This is an optimization exercise on Yosys and OpenROAD, whose aim is small area, a short achievable clock period and few clock cycles, not a production implementation.
Only simulation tests tie the RTL to the original design; equivalence was not proved.
Power and IR drop assume default switching activity.

$ cat design/flow/config.mk
export PLATFORM = sky130hd
export DESIGN_NAME = rgb_led_fade_blink_driver_core
export DESIGN_NICKNAME = rgb_led_fade_blink_driver_core
export VERILOG_FILES = /design/flow/design.v
export SDC_FILE = /design/flow/constraint.sdc
export NUM_CORES = 4
export LEC_CHECK = 0
export ABC_AREA = 1
export CAP_MARGIN = 20
export CORE_MARGIN = 2
export CORE_UTILIZATION = 40
export SLEW_MARGIN = 20
$ cat design/flow/constraint.sdc
create_clock -name core_clock -period 7.0 [get_ports {clk}]
set_input_delay 1.4000 -clock core_clock [delete_from_list [all_inputs] [get_ports {clk}]]
set_output_delay 1.4000 -clock core_clock [all_outputs]
set_load 0.01 [all_outputs]
$ cat design/flow/design.v
package rlfb_pkg;
  localparam logic [6:0] PCT_MAX = 7'd100;
  localparam logic [2:0] CMD_TICK      = 3'd0;
  localparam logic [2:0] CMD_SET       = 3'd1;
  localparam logic [2:0] CMD_INTENSITY = 3'd2;
  localparam logic [2:0] CMD_BLINK     = 3'd3;
  localparam logic [2:0] CMD_FADE_IN   = 3'd4;
  localparam logic [2:0] CMD_FADE_OUT  = 3'd5;
  localparam logic [2:0] CMD_OFF       = 3'd6;
  localparam logic [2:0] CMD_NOP       = 3'd7;
endpackage
module rlfb_div (
  input  logic [7:0] rem,
  input  logic [7:0] total,
  output logic       qbit,
  output logic [7:0] rem_nxt
);
  logic [8:0] rem2;
  logic [8:0] diff;
  always_comb begin
    rem2    = {rem, 1'b1};
    diff    = rem2 - {1'b0, total};
    qbit    = !diff[8];
    rem_nxt = qbit ? diff[7:0] : rem2[7:0];
  end
endmodule
module rlfb_lane (
  input  logic       eng,     
  input  logic       m100,    
  input  logic       bit_i,
  input  logic [7:0] y,
  input  logic [7:0] e,
  input  logic [7:0] lo,
  input  logic [7:0] hi,
  input  logic [7:0] d,
  output logic [7:0] x,
  output logic [7:0] h
);
  logic [7:0] a;
  logic [7:0] p;
  logic [9:0] s;
  logic [1:0] w;
  logic [7:0] k;
  logic [7:0] h0;
  logic [7:0] h1;
  logic [7:0] h2;
  always_comb begin
    a = eng ? lo : e;
    p = eng ? hi : d;
    s = {2'b00, a} + {2'b00, lo} + {2'b00, (bit_i ? y : 8'd0)};
    if (m100) begin
      w = (s >= 10'd200) ? 2'd2 : ((s >= 10'd100) ? 2'd1 : 2'd0);
      k = (w == 2'd2) ? 8'd56 : ((w == 2'd1) ? 8'd156 : 8'd0);
    end else begin
      w = (s >= 10'd510) ? 2'd2 : ((s >= 10'd255) ? 2'd1 : 2'd0);
      k = {6'd0, w};
    end
    x = s[7:0] + k;
    h0 = p + hi;
    h1 = p + hi + 8'd1;
    h2 = p + hi + 8'd2;
    h  = (w == 2'd2) ? h2 : ((w == 2'd1) ? h1 : h0);
  end
endmodule
module rlfb_merge (
  input  logic [23:0] data,
  input  logic        pol,
  input  logic        invert,
  output logic [23:0] out_tdata
);
  assign out_tdata = data ^ {24{pol ^ invert}};
endmodule
module rgb_led_fade_blink_driver_core (
  input  logic        clk,
  input  logic        rst_n,
  input  logic        cfg_we,
  input  logic        cfg_wdata,    
  input  logic        in_tvalid,
  output logic        in_tready,
  input  logic [71:0] in_tdata,
  input  logic [2:0]  in_tuser,     
  output logic        out_tvalid,
  input  logic        out_tready,
  output logic [23:0] out_tdata,    
  output logic [1:0]  out_tuser     
);
  logic        busy_r;
  logic        fade_r;
  logic        sub_r;
  logic [15:0] acc_r;
  logic [15:0] dur_r;
  logic [7:0]  total_r;
  logic [7:0]  left_r;       
  logic [8:0]  xr_r;         
  logic [7:0]  rem_r;        
  logic [2:0]  cnt_r;
  logic        st_busy_r;    
  logic        in_busy_r;    
  logic [23:0] base_r;
  logic [23:0] e_r;
  logic [23:0] lo_r;
  logic [23:0] hi_r;
  logic        inv_r;
  logic        ov_r;
  logic [23:0] data_r;
  logic        pol_r;
  logic [1:0]  user_r;
  logic [2:0]  cmd;
  logic [23:0] in_rgb;
  logic [6:0]  in_pct;
  logic [15:0] in_on;
  logic [15:0] in_dur;
  logic [7:0]  in_steps;
  logic [7:0]  steps_c;
  logic [6:0]  pct_c;
  logic [7:0]  steps_fill;
  logic [2:0]  steps_msb;
  assign cmd      = in_tuser;
  assign in_rgb   = in_tdata[23:0];
  assign in_pct   = in_tdata[30:24];
  assign in_on    = in_tdata[46:31];
  assign in_dur   = in_tdata[62:47];
  assign in_steps = in_tdata[70:63];
  assign steps_c  = (in_steps == 8'd0) ? 8'd1 : in_steps;
  assign pct_c    = (in_pct > rlfb_pkg::PCT_MAX) ? rlfb_pkg::PCT_MAX : in_pct;
  always_comb begin
    steps_fill[7] = 1'b0;
    for (int i = 6; i >= 0; i--) steps_fill[i] = steps_fill[i+1] | steps_c[i+1];
    steps_msb[2] = |steps_c[7:4];
    steps_msb[1] = steps_msb[2] ? |steps_c[7:6] : |steps_c[3:2];
    steps_msb[0] = steps_msb[2] ? (steps_msb[1] ? steps_c[7] : steps_c[5])
                                : (steps_msb[1] ? steps_c[3] : steps_c[1]);
  end
  logic [15:0] acc_sub;
  logic        acc_hit;
  logic        carry;
  logic [8:0]  xr_d;
  logic [8:0]  xr_nxt;
  logic        last_step;
  always_comb begin
    acc_sub = acc_r - {8'd0, total_r};
    acc_hit = (acc_r[15:9] == 7'd0) && (acc_r[8:0] < {total_r, 1'b0});
    carry  = sub_r ? !xr_r[8] : xr_r[8];
    xr_d   = {1'b0, rem_r} - (carry ? {1'b0, total_r} : 9'd0);
    xr_nxt = sub_r ? xr_r + xr_d : xr_r - xr_d;
    last_step = (left_r == 8'd1);
  end
  logic qbit;
  logic [7:0] rem_nxt;
  rlfb_div u_div (
    .rem     (rem_r),
    .total   (total_r),
    .qbit    (qbit),
    .rem_nxt (rem_nxt)
  );
  logic        eng;
  logic [23:0] lane_x;
  logic [23:0] lane_h;
  assign eng = st_busy_r | in_busy_r;
  for (genvar c = 0; c < 3; c++) begin : g_lane
    logic       b;
    logic [7:0] y;
    always_comb begin
      if (in_busy_r) begin
        b = base_r[8*c+7];
        y = {1'b0, total_r[6:0]};
      end else begin
        b = st_busy_r ? qbit : carry;
        y = base_r[8*c +: 8];
      end
    end
    rlfb_lane u_lane (
      .eng   (eng),
      .m100  (in_busy_r),
      .bit_i (b),
      .y     (y),
      .e     (e_r[8*c +: 8]),
      .lo    (lo_r[8*c +: 8]),
      .hi    (hi_r[8*c +: 8]),
      .d     (data_r[8*c +: 8]),
      .x     (lane_x[8*c +: 8]),
      .h     (lane_h[8*c +: 8])
    );
  end
  logic out_free;
  logic step_wait;
  logic take;
  logic in_done;
  assign out_free  = !ov_r || out_tready;
  assign step_wait = st_busy_r && busy_r && fade_r && acc_hit;
  assign in_tready = out_free && !in_busy_r && !step_wait;
  assign take      = in_tvalid && in_tready;
  assign in_done   = in_busy_r && (cnt_r == 3'd7) && out_free;
  always_ff @(posedge clk) begin
    if (!rst_n) begin
      busy_r    <= 1'b0;
      st_busy_r <= 1'b0;
      in_busy_r <= 1'b0;
      inv_r     <= 1'b0;
      ov_r      <= 1'b0;
      data_r    <= '0;
      pol_r     <= 1'b0;
    end else begin
      if (cfg_we) inv_r <= cfg_wdata;
      if (out_tready) ov_r <= 1'b0;
      if (st_busy_r) begin
        lo_r  <= lane_x;
        hi_r  <= lane_h;
        rem_r <= rem_nxt;
        cnt_r <= cnt_r + 3'd1;
        if (cnt_r == 3'd7) begin
          st_busy_r <= 1'b0;
          xr_r      <= sub_r ? {1'b0, rem_nxt} - {1'b0, total_r} : 9'd0 - {1'b0, rem_nxt};
        end
      end
      if (in_busy_r && (cnt_r != 3'd7 || out_free)) begin
        lo_r   <= lane_x;
        hi_r   <= lane_h;
        base_r <= {base_r[22:16], 1'b0, base_r[14:8], 1'b0, base_r[6:0], 1'b0};
        cnt_r  <= cnt_r + 3'd1;
      end
      if (in_done) begin
        in_busy_r <= 1'b0;
        ov_r      <= 1'b1;
        data_r    <= lane_h;
        pol_r     <= 1'b0;
        user_r    <= 2'b00;
      end
      if (take) begin
        ov_r   <= 1'b1;
        user_r <= {1'b0, busy_r};
        if (cmd == rlfb_pkg::CMD_TICK) begin
          if (busy_r) begin
            acc_r <= acc_sub;
            if (acc_hit) begin
              if (!fade_r) begin
                if (sub_r) begin
                  data_r <= '0;
                  pol_r  <= 1'b0;
                  sub_r  <= 1'b0;
                  acc_r  <= dur_r;
                  if (dur_r == 16'd0) begin
                    busy_r    <= 1'b0;
                    user_r[0] <= 1'b0;
                  end
                end else begin
                  busy_r    <= 1'b0;
                  user_r[0] <= 1'b0;
                end
              end else begin
                data_r <= lane_h;
                e_r    <= lane_x;
                xr_r   <= xr_nxt;
                left_r <= left_r - 8'd1;
                acc_r  <= dur_r;
                if (last_step) begin
                  busy_r    <= 1'b0;
                  user_r[0] <= 1'b0;
                end
              end
            end
          end
        end else if (cmd == rlfb_pkg::CMD_NOP) begin
        end else if (busy_r) begin
          user_r <= 2'b11;
        end else begin
          case (cmd)
            rlfb_pkg::CMD_SET: begin
              data_r <= in_rgb;
              pol_r  <= 1'b0;
            end
            rlfb_pkg::CMD_INTENSITY: begin
              ov_r      <= 1'b0;
              in_busy_r <= 1'b1;
              base_r    <= in_rgb;
              total_r   <= {1'b0, pct_c};
              lo_r      <= '0;
              hi_r      <= '0;
              cnt_r     <= 3'd0;
            end
            rlfb_pkg::CMD_BLINK: begin
              dur_r   <= in_dur;
              total_r <= 8'd1;
              fade_r  <= 1'b0;
              pol_r   <= 1'b0;
              if (in_on == 16'd0) begin
                data_r <= '0;
                sub_r  <= 1'b0;
                acc_r  <= in_dur;
                if (in_dur != 16'd0) begin
                  busy_r    <= 1'b1;
                  user_r[0] <= 1'b1;
                end
              end else begin
                data_r    <= in_rgb;
                sub_r     <= 1'b1;
                acc_r     <= in_on;
                busy_r    <= 1'b1;
                user_r[0] <= 1'b1;
              end
            end
            rlfb_pkg::CMD_FADE_IN, rlfb_pkg::CMD_FADE_OUT: begin
              base_r  <= in_rgb;
              total_r <= steps_c;
              dur_r   <= in_dur;
              left_r  <= steps_c;
              e_r     <= (cmd == rlfb_pkg::CMD_FADE_IN) ? 24'd0 : {3{8'd254}};
              lo_r    <= '0;
              hi_r    <= '0;
              acc_r   <= in_dur;
              fade_r  <= 1'b1;
              sub_r   <= (cmd == rlfb_pkg::CMD_FADE_IN);
              if (in_dur >= {8'd0, steps_c}) begin
                busy_r    <= 1'b1;
                user_r[0] <= 1'b1;
                st_busy_r <= 1'b1;
                rem_r     <= steps_fill;
                cnt_r     <= steps_msb;
                if (cmd == rlfb_pkg::CMD_FADE_IN) begin
                  data_r <= '0;
                  pol_r  <= 1'b0;
                end else begin
                  data_r <= ~in_rgb;
                  pol_r  <= 1'b1;
                end
              end else begin
                data_r <= (cmd == rlfb_pkg::CMD_FADE_IN) ? in_rgb : 24'd0;
                pol_r  <= 1'b0;
              end
            end
            rlfb_pkg::CMD_OFF: begin
              data_r <= '0;
              pol_r  <= 1'b0;
            end
            default: begin
            end
          endcase
        end
      end
    end
  end
  rlfb_merge u_merge (
    .data      (data_r),
    .pol       (pol_r),
    .invert    (inv_r),
    .out_tdata (out_tdata)
  );
  assign out_tvalid = ov_r;
  assign out_tuser  = user_r;
endmodule
$ cat design/flow/run.sh
#!/bin/bash
# synth_recipe.tcl (not shown) runs the flow's synth.tcl, then flattens the netlist and writes it again
# the make line also repeats each setting of config.mk as NAME=value (left out here)
make -C /OpenROAD-flow-scripts/flow DESIGN_CONFIG=/design/flow/config.mk WORK_HOME=/design/flow/orfs CLKGATE_MAP_FILE= SYNTH_SCRIPT=/design/flow/synth_recipe.tcl finish
==> run notes, run 1 <==
- H-Tree Depth: 4
- Pins over their slew limit: 0
- Detailed Route WL: 61,100 um
- Overall power: 6.40 mW
- Mean area per synthesized cell: 6.90 sq um
- CTS Sinks: approximately 200
- Die Width: 225 um
- First-pass detailed-route iteration total: 6
- 1st-iter DRT viols: around 1,700
- Sequential share of the synthesized area: 28.8%
- CTS Buf Count: 17
- First-pass GRT wire length: 96,100 um
- GP Congestion: between 0.9 and 1
- Post-DP HPWL: 46,200 um
- CP delay by family, top: simple AND/OR/NAND/NOR gates
- Final layout net count: 3,154
- RSZ-0062 raised after global routing: false
- I/O Buffers: about 110
- Hold Slack: 0.531 ns
- FP Rows: slightly above 80
- Syn. warnings: 3
- Actual slew at the worst max-slew pin: 1.03 ns
- CTS-repair resized insts: 0
- Status: no timing/DRC/antenna violations
- Total inserted antenna cells: 0
- Pleak: 10.1 nW
- GRT Resource Usage Total: approximately 24%
- Via/cell ratio: 5.38
- Worst Reg-to-Reg Cells: 36
- Deepest clock path buffer count: 2
- Power per cell area: 292 mW/mm^2
- Internal power: 3.28 mW
- Vias in the first global route: about 18,000
- Part of the cycle the worst path needs: between 80 and 90%
- Hold path startpoint: busy_r$_SDFFE_PN0P_
- Pin count of the biggest net entering global routing: 68
- Sequential power share: 23.6%
- Worst path max stage delay: 0.50 ns
- Die area: slightly above 0.05 sq mm
- IO Pins: approximately 110
- FF-to-FF End: lo_r[23]$_DFFE_PP_
- # DRC: 0
- Endpoints failing setup: 0
- Worst Skew: 0.0200 ns
- Post-CTS Setup Inserts: 0
- Clock transition at the registers of the reported paths: around 0.09 ns
- Layout cells sized above 1: 4.74%
- R2R setup slack: 0.92 ns
- Bufs and invs on worst path: 4
- Switching Share: between 40 and 50%
- Cell variety after synth: 65
- Post-CTS Hold Fix Bufs: 0
- Syn Inst Count: about 2,800
- Die Y: 225 um
- Combinational share of power: approximately 60%
- ANT nets after route: 0
- Worst hold path type: reg2reg
- Clk root buf: clkbuf_16
- CTS tree: done
- Crit-path slowest cell: edfxtp_1
- Req. time, crit path: 7.26 ns
- Crit. path cell count: 36
- Tmin final: 6.08 ns
- Crit Path Max Fanout: 8
- Layout area overhead: 11.9%
- Clock Latency Late Sink: around 0.51 ns
- Core Area: 0.0486 sq mm
- Switching pwr: about 3.1 mW
- Startpoint type of the worst setup path: register
- WS Path Type: reg2reg
- Initial Util: a little over 40%
- Worst slew margin: between 30% and 40%
- Setup TNS: 0 ns
- Post-synth net total: 3,095
- WHS Endpoint: busy_r$_SDFFE_PN0P_
- Syn Std Cell Area: 0.0196 sq mm
- Synthesized flop and latch total: 198
- Initial antenna violation count: 0
- Final hold vios: 0
- Cell with the most instances on the worst path: nand2_1
- Max cap viols: 0
- WHS Path Cells: 2
- FF-to-FF Start: total_r[2]$_DFFE_PP_
- Clock share of power: 16.9%
- Congestion Overflow GR: 0
- VDD IR max: around 0.00018 V
- WL/cell: 17.3 um
- Endpoint class of the critical path: register
- Max frequency: 165 MHz
- DR vias: about 19,000
- Worst path arrival time: 6.34 ns
==> tightest hold or removal path: cells and delay by family, from the launching register on <==
kind | cells | cell delay [ns]
DFF | 1 | 0.35
and+or+nand+nor | 1 | 0.08
AOI/OAI and AO/OA | 1 | 0.06
==> how the worst max path moves through the flow <==
stage	endpoint	slack, ns	from
after floorplan	e_r[0]$_SDFFCE_PN0P_	0.55	in_tuser[0]
after global placement	lo_r[23]$_DFFE_PP_	1.10	total_r[5]$_DFFE_PP_
after detailed placement	lo_r[23]$_DFFE_PP_	1.03	total_r[5]$_DFFE_PP_
after CTS	lo_r[23]$_DFFE_PP_	0.99	total_r[5]$_DFFE_PP_
after global routing	lo_r[15]$_DFFE_PP_	0.37	total_r[5]$_DFFE_PP_
final	lo_r[23]$_DFFE_PP_	0.92	total_r[2]$_DFFE_PP_
==> flip-flops by register name (all words and copies together), names as in the netlist, 2 cells and up <==
name     flops
acc_r       16
base_r      24
cnt_r        3
data_r      24
dur_r       16
e_r         24
hi_r        24
left_r       8
lo_r        24
rem_r        8
total_r      8
user_r       2
xr_r         9
==> power by group through the flow <==
stage / Sequential, mW / Combinational [mW] / Clock [mW]
5_1_grt: 1.52 / 4.29 / 1.14
6_report: 1.51 / 3.81 / 1.08
2_1_floorplan: 1.51 / 2.83 / 0
4_1_cts: 1.51 / 3.78 / 1.11
3_3_place_gp: 1.53 / 3.71 / 0
3_5_place_dp: 1.53 / 3.76 / 0
==> per-layer routing <==
| layer | global-route usage [%] | share of wire, % | vias to the layer above |
|---|---|---|---|
| met5 | 0 | 0 | - |
| met4 | 7.56 | 2.4 | 0 |
| met3 | 4.30 | 6.3 | 71 |
| met2 | 39.0 | 45 | 585 |
| met1 | 33.6 | 46 | 8802 |
| li1 | - | - | 9552 |
==> layout by cell type (no fill, tap or decap), types with 49 or more instances in the layout <==
master	count
a21oi_1	229
clkdlybuf4s50_1	106
edfxtp_1	168
ha_1	156
inv_1	351
nand2_1	766
nand3_1	130
nor2_1	230
o21ai_0	238
xnor2_1	49
xor2_1	84
==> area by class of cell <==
cell class | instances | area (sq um)
Clock buffer | 17 | 425
Timing Repair Buffer | 131 | 1260
Fill cell | 5015 | 26700
Sequential cell | 198 | 5650
Multi-Input combinational cell | 2181 | 12200
Tap cell | 622 | 778
Inverter | 371 | 1400
Clock inverter | 15 | 203
==> cells in the mapped netlist (all sizes together) <==
| cell | n | share of area, % |
|---|---|---|
| nand2 | 785 | 15 |
| inv | 367 | 7.1 |
| o21ai | 283 | 7.4 |
| nor2 | 243 | 5.0 |
| a21oi | 233 | 6.0 |
| edfxtp | 168 | 26 |
| ha | 156 | 10 |
| nand3 | 133 | 3.5 |
| xor2 | 85 | 3.8 |
| clkbuf | 64 | 1.2 |
| xnor2 | 50 | 2.2 |
| dfxtp | 30 | 3.1 |
| buf | 27 | 0.73 |
| nand4 | 27 | 1.0 |
| nor3 | 26 | 0.66 |
| o211ai | 18 | 0.69 |
| a211oi | 17 | 0.70 |
| fa | 17 | 1.7 |
| o22ai | 15 | 0.48 |
| nand3b | 14 | 0.56 |
| a31oi | 12 | 0.38 |
| nor4 | 11 | 0.35 |
| a21boi | 10 | 0.42 |
| o21bai | 10 | 0.38 |
| or2 | 8 | 0.26 |
| o221ai | 7 | 0.31 |
| a21o | 5 | 0.19 |
| clkinv | 4 | 0.077 |
| o31ai | 3 | 0.11 |
| a22oi | 2 | 0.077 |
| o21a | 2 | 0.077 |
| a2111oi | 1 | 0.045 |
| a221o | 1 | 0.051 |
| a31o | 1 | 0.045 |
| a32o | 1 | 0.051 |
| and2 | 1 | 0.032 |
| mux2i | 1 | 0.051 |
| nand2b | 1 | 0.032 |
| nor3b | 1 | 0.038 |
| o311ai | 1 | 0.045 |
==> cells by family (layout without fill, tap and decap cells) <==
| logic type | Yosys count | after routing | share of synthesized area [%] |
|---|---|---|---|
| and+or+nand+nor | 1250 | 1250 | 26.8 |
| buffers and inverters | 462 | 534 | 9.09 |
| AOI/OAI and AO/OA | 622 | 622 | 17.5 |
| DFF | 198 | 198 | 28.8 |
| muxes | 1 | 1 | 0.0511 |
| xor gates and xnor gates | 135 | 135 | 6.07 |
| adders and majority gates | 173 | 173 | 11.7 |
==> through the flow <==
| step | cells | utilization [%] | worst slack (ns) | cell area, sq um |
|---|---|---|---|---|
| 2_1_floorplan | 2841 | - | 0.546 | 19600 |
| 3_3_place_gp | 3503 | 43.8 | 1.10 | 21300 |
| 5_1_grt | 3535 | 45.1 | 0.367 | 21900 |
| 6_report | 3535 | 45.1 | 0.922 | 21900 |
| 3_5_place_dp | 3503 | 43.8 | 1.03 | 21300 |
| 4_1_cts | 3535 | 45.1 | 0.988 | 21900 |
Testbench counts, summed over its fixed seeds: cycles 31,378.
==> run 2, diff against run 1 <==
--- a/design/flow/config.mk
+++ b/design/flow/config.mk
@@ -7,3 +7,2 @@
 export LEC_CHECK = 0
-export ABC_AREA = 1
 export CAP_MARGIN = 20
==> run notes, run 2 <==
- Die area: 0.0481 sq mm (-5.4%)
- Bufs and invs on worst path: 3 (-1)
- ANT nets after route: 0 (unchanged)
- DR vias: 16,700 (-12%)
- Crit Path Max Fanout: 6 (-2)
- Finished Layout Cells: 2,858 (-19%)
- Worst hold path type: reg2reg
- EDFF count, synth: 168 (unchanged)
- IO Pins: 109 (unchanged)
- Initial Util: 40.7% (+0.36 points)
- Largest cells by area after synthesis: edfxtp_1 (27%), ha_1 (11%), xnor2_1 (4.9%)
- WS Path Type: reg2reg
- Die Width: 219 um (-2.7%)
- CTS Sinks: 198 (unchanged)
- Syn Std Cell Area: 0.0185 sq mm (-5.5%)
- Req. time, crit path: 7.21 ns (-0.05 ns)
- Most common cell after layout, fill and taps aside: nand2_1
- Pleak: 8.56 nW (-15%)
- Placed inst area: 0.0206 sq mm (-3.5%)
- Crit. path cell count: 31 (-14%)
- Mean area per synthesized cell: 8.63 sq um (+25%)
- Most frequent cells in the layout: nand2_1 (238), nor2_1 (174), edfxtp_1 (168)
- Crit-path slowest cell: edfxtp_1
- Congestion Overflow GR: 0 (unchanged)
- Endpoints failing setup: 0 (unchanged)
- Area leader, netlist: edfxtp_1
- Synthesized flop and latch total: 198 (unchanged)
- 1st-iter DRT viols: 1,627 (-3.8%)
- Clk root buf: clkbuf_16
- Post-synth net total: 2,401 (-22%)
- Tmin final: 6.57 ns (+0.490 ns)
- Worst Skew: 0.0175 ns (-0.00252 ns)
- Status: no timing/DRC/antenna violations
- WHS Path Cells: 1 (-1)
- Sequential share of the synthesized area: 30.5% (+1.7 points)
- Worst path arrival time: 6.78 ns (+0.44 ns)
- Final Cell Area: 0.0213 sq mm (-3.0%)
- Final layout net count: 2,495 (-21%)
- Endpoint class of the critical path: register
- Startpoint type of the worst setup path: register
- Deepest clock path buffer count: 2 (unchanged)
- H-Tree Depth: 4 (unchanged)
- Post-synth ARST share: 0% (unchanged)
- First-pass detailed-route iteration total: 5 (-1)
- Top cell types by occurrence after synthesis: nand2_1 (238), nor2_1 (176), a21oi_1 (169)
- Max frequency: 152 MHz (-7.5%)
- Max cap viols: 0 (unchanged)
- Worst Reg-to-Reg Cells: 31 (-14%)
- Clock transition at the registers of the reported paths: 0.08 ns (about the same)
- Final hold vios: 0 (unchanged)
- CTS Buf Count: 17 (unchanged)
- Top-count cell post-synth: nand2_1
- Power per cell area: 274 mW/mm^2 (-5.9%)
- RSZ-0062 raised after global routing: false
- First-pass GRT wire length: 91,500 um (-4.8%)
- Cell with the most instances on the worst path: a21oi_1
- CP delay by family, top: compound AO/OA/AOI/OAI gates
- Via/cell ratio: 5.83 (+8.5%)
- GRT Resource Usage Total: 24.5% (+0.041 points)
- Worst path max stage delay: 0.43 ns (-0.07 ns)
- Syn. warnings: 3 (unchanged)
- Pins over their slew limit: 0 (unchanged)
- Part of the cycle the worst path needs: 93.8% (+7.0 points)
- Layout area overhead: 14.9%
- Hold Slack: 0.533 ns (+0.00171 ns)
- Actual slew at the worst max-slew pin: 0.989 ns (-0.0395 ns)
- Post-DP HPWL: 43,800 um (-5.2%)
- VDD IR max: 0.000197 V (+9.4%)
- CTS tree: done
- GP Congestion: 0.901 (-1.8%)
- Worst slew margin: 33.7% (+2.3 points)
- Core Area: 0.0456 sq mm (-6.3%)
- FP Rows: 78 (-3.7%)
- WL/cell: 20.2 um (+17%)
- Pin count of the biggest net entering global routing: 97 (+43%)
- Most used flip-flop cell after synthesis: edfxtp_1
- Post-layout util: 46.7% (+1.6 points)
- Syn Inst Count: 2,147 (-24%)
- I/O Buffers: 107 (unchanged)
- Area share of the largest cell type after synthesis: 27.2% (+1.5 points)
- # DRC: 0 (unchanged)
- Setup TNS: 0 ns (unchanged)
- Vias in the first global route: 16,100 (-9.1%)
- Detailed Route WL: 57,800 um (-5.3%)
- Cell variety after synth: 83 (+28%)
- Initial antenna violation count: 3 (+3)
- Placed Cells: 2,820 (-19%)
- Clock Latency Late Sink: 0.48 ns (-0.03 ns)
- Layout cells sized above 1: 8.78% (+4.0 points)
- Die Y: 219 um (-2.7%)
## run 2: kinds of logic (layout without fill, tap and decap cells)
group	count (synthesis)	after routing	synth area share, %
flip-flops	198	198	30.5
AND/OR/NAND/NOR	648	648	16.1
multiplexers	110	110	6.29
adder cells (fa/ha/maj)	173	173	12.4
other	0	4	0
buffers and inverters	208	315	4.22
AO/OA/AOI/OAI	649	649	23.0
XOR/XNOR	161	161	7.61
## run 2: what timing repair did
action | in CTS | in global routing
setup endpoints to repair | 0 | 15
hold buffers | 0 | 0
gates resized for setup | 0 | 19
buffers inserted | 0 | 1
## run 2: power by group
part / internal [mW] / switching, mW / total (mW)
clock network: 0.514 / 0.531 / 1.04
registers: 1.42 / 0.0820 / 1.50
logic: 1.36 / 1.93 / 3.30
total: 3.30 / 2.55 / 5.84
## run 2: cell type report
class / count / area (sq um)
fill: 4370 / 24300
multi-input combinational: 1741 / 12300
sequential: 198 / 5650
timing repair buffer: 171 / 1570
tap: 600 / 751
clock buffer: 17 / 425
inverter: 112 / 420
clock inverter: 15 / 181
antenna: 4 / 10.0
## run 2: worst paths after layout
check	startpoint	slack (ns)	to
max	total_r[3]$_DFFE_PP_	0.43	lo_r[14]$_DFFE_PP_
min	data_r[8]$_SDFF_PN0_	0.53	data_r[8]$_SDFF_PN0_
max reg2reg	total_r[3]$_DFFE_PP_	0.43	lo_r[14]$_DFFE_PP_
min reg2reg	data_r[8]$_SDFF_PN0_	0.53	data_r[8]$_SDFF_PN0_
## run 2: layer usage
layer	global-route usage, %	wire length (um)	share of wire, %
met3	3.15	3390	5.9
met4	8.54	1430	2.5
met2	38.4	25900	45
met1	34.6	27100	47
met5	0	0	0
## run 2: metrics by stage
stage	setup slack [ns]	total power [mW]
after global routing	0.00333	6.26
after global placement	0.322	4.66
after floorplan	0.282	3.84
final	0.432	5.84
after detailed placement	0.239	4.71
after CTS	0.192	5.78

==> static timing again, ports no longer ideal <==
How much do the figures lean on ideal ports? The routed layouts below were timed once more, with nothing changed but the port constraints. Step 1 (the two cells are an assumption about what drives the block):
set clk [get_ports {clk}]
set_driving_cell -lib_cell sky130_fd_sc_hd__clkbuf_16 $clk
set_driving_cell -lib_cell sky130_fd_sc_hd__buf_2 [delete_from_list [all_inputs] $clk]
Step 2 moves the port delays by t, midway between the first and last clock arrival at a register: inputs arrive t later, outputs are due t later. That takes back most of the time a late clock gives input paths. Slacks: ideal ports / drivers / drivers and shift; pairs: ideal ports / drivers.
run	t, ns	slack for setup (ns)	clock arrival spread, ns	slew at the worst register clock pin (ns)	worst slew at a driven data input, ns
run 1	0.554	0.922 / 0.922 / 0.922	0.020 / 0.020	0.09 / 0.09	0.04
run 2	0.529	0.432 / 0.432 / 0.432	0.017 / 0.018	0.09 / 0.09	0.11
After both steps every run listed still meets setup and hold.
